This is an optimization exercise on Yosys and OpenROAD, whose aim is small area and a short achievable clock period, not a production implementation.

==> run a: inputs <==
// nn_mac_engine
module nn_mac_engine #(
  parameter int unsigned DW      = 8,
  parameter int unsigned N_LANES = 4,
  parameter int unsigned ACC_W   = 24,
  parameter int unsigned LEN_W   = 8,
  parameter int unsigned SH_W    = 5
) (
  input  logic                    clk,
  input  logic                    rst,
  input  logic                    start,
  input  logic [LEN_W-1:0]        len,
  input  logic [SH_W-1:0]         shift,
  input  logic                    relu_en,
  input  logic [N_LANES*DW-1:0]   in_a,
  input  logic [N_LANES*DW-1:0]   in_b,
  input  logic                    in_valid,
  output logic                    in_ready,
  output logic [DW-1:0]           out_data,
  output logic                    out_valid,
  input  logic                    out_ready,
  output logic                    busy,
  output logic                    done
);
==> flow/config.mk <==
export PLATFORM = sky130hd
export DESIGN_NAME = nn_mac_engine
export DESIGN_NICKNAME = nn_mac_engine
export VERILOG_FILES = /design/flow/design.v
export SDC_FILE = /design/flow/constraint.sdc
export NUM_CORES = 4
export LEC_CHECK = 0
export ABC_AREA = 1
export CAP_MARGIN = 20
export CORE_MARGIN = 2
export CORE_UTILIZATION = 40
export PLACE_DENSITY = 0.6
export SETUP_SLACK_MARGIN = 3.5
export SLEW_MARGIN = 20
export SYNTH_HIERARCHICAL = 1
==> flow/constraint.sdc <==
create_clock -name core_clock -period 7.5 [get_ports {clk}]
set_input_delay 1.5000 -clock core_clock [delete_from_list [all_inputs] [get_ports {clk}]]
set_output_delay 1.5000 -clock core_clock [all_outputs]
set_load 0.01 [all_outputs]
standard.sh (not shown) runs the stock make flow with config.mk's settings and CLKGATE_MAP_FILE= SYNTH_SCRIPT=/design/flow/synth_recipe.tcl, a recipe that flattens the netlist after the stock synthesis.
==> flow/flow/run.sh <==
#!/bin/bash
# Layout flow: the standard layout (standard.sh, unchanged synthesis), except that the
# buffers ORFS puts on the ports are the smallest plain buffer, buf_1, instead of the default
# delay-style buffer; the resizer may still size them up where timing needs it.
set -euo pipefail
bash standard.sh BUFFER_PORTS_ARGS="-buffer_cell sky130_fd_sc_hd__buf_1" finish > standard.log 2>&1
==> run b: changes against run a <==
--- a/flow/design.v
+++ b/flow/design.v
@@ -17,15 +17,16 @@
   output logic                    in_ready,
   output logic [DW-1:0]           out_data,
   output logic                    out_valid,
   input  logic                    out_ready,
   output logic                    busy,
   output logic                    done
 );
-  localparam int unsigned SUM_W = 26;
+  localparam int unsigned SUM_W = 25;
+  localparam int unsigned NOV   = SUM_W - 8;
   logic             agg;
   logic             beat;
   logic             last;
   logic [LEN_W-1:0] cnt;
   logic [SH_W-1:0]  sh;
   logic             relu;
   logic signed [SUM_W-1:0] acc;
@@ -838,15 +839,14 @@
   wire yi513 = ~acc_fb[18];
   wire yi514 = ~acc_fb[19];
   wire yi515 = ~acc_fb[20];
   wire yi516 = ~acc_fb[21];
   wire yi517 = ~acc_fb[22];
   wire yi518 = ~acc_fb[23];
   wire yi519 = ~acc_fb[24];
-  wire yi520 = ~acc_fb[25];
   logic q0;
   logic q1;
   logic q2;
   logic q3;
   logic q4;
   logic q5;
   logic q6;
@@ -976,35 +976,35 @@
       q62 <= xc384;
       q63 <= xs391;
       q64 <= xc392;
       q65 <= xs393;
       q66 <= xc394;
   end
   assign acc_fb = acc;
-  assign row_a = {acc_fb[24], acc_fb[23], acc_fb[22], acc_fb[21], acc_fb[20], acc_fb[19], acc_fb[18], yi513, ys511, ys509, ys505, ys499, yc484, yc474, ys471, yc450, yc440, yc430, ys427, yc412, ys409, ys403, yc400, yc398, yc396, acc_fb[0]};
-  assign row_b = {yi520, yi519, yi518, yi517, yi516, yi515, yi514, yc512, yc510, yc506, yc500, yc492, ys491, ys483, ys473, ys461, ys449, ys439, ys429, ys419, ys411, ys405, ys401, ys399, ys397, ys395};
+  assign row_a = {acc_fb[23], acc_fb[22], acc_fb[21], acc_fb[20], acc_fb[19], acc_fb[18], yi513, ys511, ys509, ys505, ys499, yc484, yc474, ys471, yc450, yc440, yc430, ys427, yc412, ys409, ys403, yc400, yc398, yc396, acc_fb[0]};
+  assign row_b = {yi519, yi518, yi517, yi516, yi515, yi514, yc512, yc510, yc506, yc500, yc492, ys491, ys483, ys473, ys461, ys449, ys439, ys429, ys419, ys411, ys405, ys401, ys399, ys397, ys395};
   always_ff @(posedge clk) begin
     acc <= busy ? (row_a + row_b) : '0;
   end
   logic             sgn;
-  logic             ovf;
-  logic [17:0]      dif;           
-  logic [17:0]      thr;           
+  logic             ovf_p;         
+  logic             ovf_n;         
+  logic [NOV-1:0]   thr;           
   logic [3:0]       sh_hi, sh_md;  
   logic [37:0]      ext;           
   logic [13:0]      sel_hi;        
   logic [7:0]       sel_md;        
   logic [6:0]       low;           
   always_comb begin
     sgn = acc[SUM_W-1];
-    for (int k = 0; k < 18; k++) begin
-      dif[k] = acc[k + 7] ^ sgn;
+    for (int k = 0; k < NOV; k++) begin
       thr[k] = (sh <= SH_W'(k));
     end
-    ovf = |(dif & thr);
+    ovf_p = |(acc[SUM_W-2:7] & thr);
+    ovf_n = |(~acc[SUM_W-2:7] & thr);
     for (int m = 0; m < 4; m++) begin
       sh_hi[m] = (sh[4:3] == 2'(m));
       sh_md[m] = (sh[2:1] == 2'(m));
     end
     ext = {{(38 - SUM_W){sgn}}, acc};
     for (int y = 0; y < 14; y++) begin
       sel_hi[y] = (sh_hi[0] & ext[y]) | (sh_hi[1] & ext[y + 8]) |
@@ -1015,15 +1015,15 @@
                   (sh_md[2] & sel_hi[z + 4]) | (sh_md[3] & sel_hi[z + 6]);
     end
     for (int i = 0; i < 7; i++) begin
       low[i] = sh[0] ? sel_md[i + 1] : sel_md[i];
     end
     out_data[7] = sgn & ~relu;
     for (int i = 0; i < 7; i++) begin
-      out_data[i] = ~(relu & sgn) & (ovf ? ~sgn : low[i]);
+      out_data[i] = sgn ? (~relu & ~ovf_n & low[i]) : (ovf_p | low[i]);
     end
   end
 endmodule
 module nn_fa (
   input  logic a,
   input  logic b,
   input  logic ci,
==> flow/config.mk (replaced) <==
export PLATFORM = sky130hd
export DESIGN_NAME = nn_mac_engine
export DESIGN_NICKNAME = nn_mac_engine
export VERILOG_FILES = /design/flow/design.v
export SDC_FILE = /design/flow/constraint.sdc
export NUM_CORES = 4
export LEC_CHECK = 0
export ABC_CLOCK_PERIOD_IN_PS = 4000
export CAP_MARGIN = 20
export CORE_MARGIN = 2
export CORE_UTILIZATION = 40
export PLACE_DENSITY = 0.6
export SETUP_SLACK_MARGIN = 3.5
export SLEW_MARGIN = 20
export SYNTH_HIERARCHICAL = 1
==> flow_results.xml <==
<?xml version="1.0" encoding="UTF-8"?>
<metrics>
  <group name="status">
    <metric name="run_status" unit="">no timing/DRC/antenna violations</metric>
  </group>
  <group name="cells_and_area">
    <metric name="area_growth" unit="%">15.14</metric>
    <metric name="layout_common_cells" unit="">and2_1 (193), fa_1 (163), dfxtp_1 (91), nand2_1 (87), buf_1 (86)</metric>
    <metric name="clkCellAreaFrac" unit="%">2.124</metric>
    <metric name="multiInputGateArea" unit="µm²">9867</metric>
  </group>
  <group name="setup_path">
    <metric name="crit-reg2reg-launch" unit="">q44</metric>
  </group>
  <group name="timing">
    <metric name="fin_hold_ws" unit="ns">0.5634</metric>
  </group>
  <group name="logic_synthesis">
    <metric name="syn_avg_cell_area" unit="µm²">10.86</metric>
  </group>
  <group name="detailed_routing">
    <metric name="routed_wl" unit="µm">32920</metric>
  </group>
</metrics>
Source of the figures above: run b

==> flow_results.xml <==
<?xml version="1.0" encoding="UTF-8"?>
<metrics>
  <group name="detailed_routing">
    <metric name="routed_wl" unit="µm">36770</metric>
  </group>
  <group name="cells_and_area">
    <metric name="area_growth" unit="%">10.73</metric>
    <metric name="layout_common_cells" unit="">nand2_1 (514), inv_1 (291), fa_1 (183), nor2_1 (139), buf_1 (93)</metric>
    <metric name="multiInputGateArea" unit="µm²">9117</metric>
    <metric name="clkCellAreaFrac" unit="%">2.045</metric>
  </group>
  <group name="status">
    <metric name="run_status" unit="">no timing/DRC/antenna violations</metric>
  </group>
  <group name="setup_path">
    <metric name="crit-reg2reg-launch" unit="">q42</metric>
  </group>
  <group name="timing">
    <metric name="fin_hold_ws" unit="ns">0.5585</metric>
  </group>
  <group name="placement">
    <metric name="routabilityCongestion" unit="">0.9107</metric>
  </group>
  <group name="logic_synthesis">
    <metric name="syn_avg_cell_area" unit="µm²">7.731</metric>
  </group>
</metrics>
Source of the figures above: run a

Function was not checked in any run of this note: the RTL went through the layout flow alone.

==> port drivers added, routing unchanged <==
The flow's constraints put no driver on any port. The routed layouts listed below were extracted and timed again, unchanged, in two steps.
Step 1 sets driving cells, clkbuf_16 on the clock port and buf_2 on the other inputs (assumed; they add their load-dependent delay and slew).
Step 2 moves the port delays by t, midway between the first and last clock arrival at a register: inputs arrive t later, outputs are due t later. That takes back most of the time a late clock gives input paths.
Slacks: no drivers / after step 1 / after step 2; pairs: no drivers / after step 1.
run	t, ns	slack for setup (ns)	worst setup path after step 2	slew at the worst register clock pin (ns)	worst slew at a driven data input, ns
run a	0.406	3.487 / 3.509 / 3.103	input to register	0.08 / 0.08	0.08
run b	0.404	3.535 / 3.503 / 3.126	input to register	0.08 / 0.08	0.06
After both steps every run listed still meets setup and hold. The setup slack of run b, which loses most, moves by -0.032 ns with the drivers and by -0.409 ns with both steps.
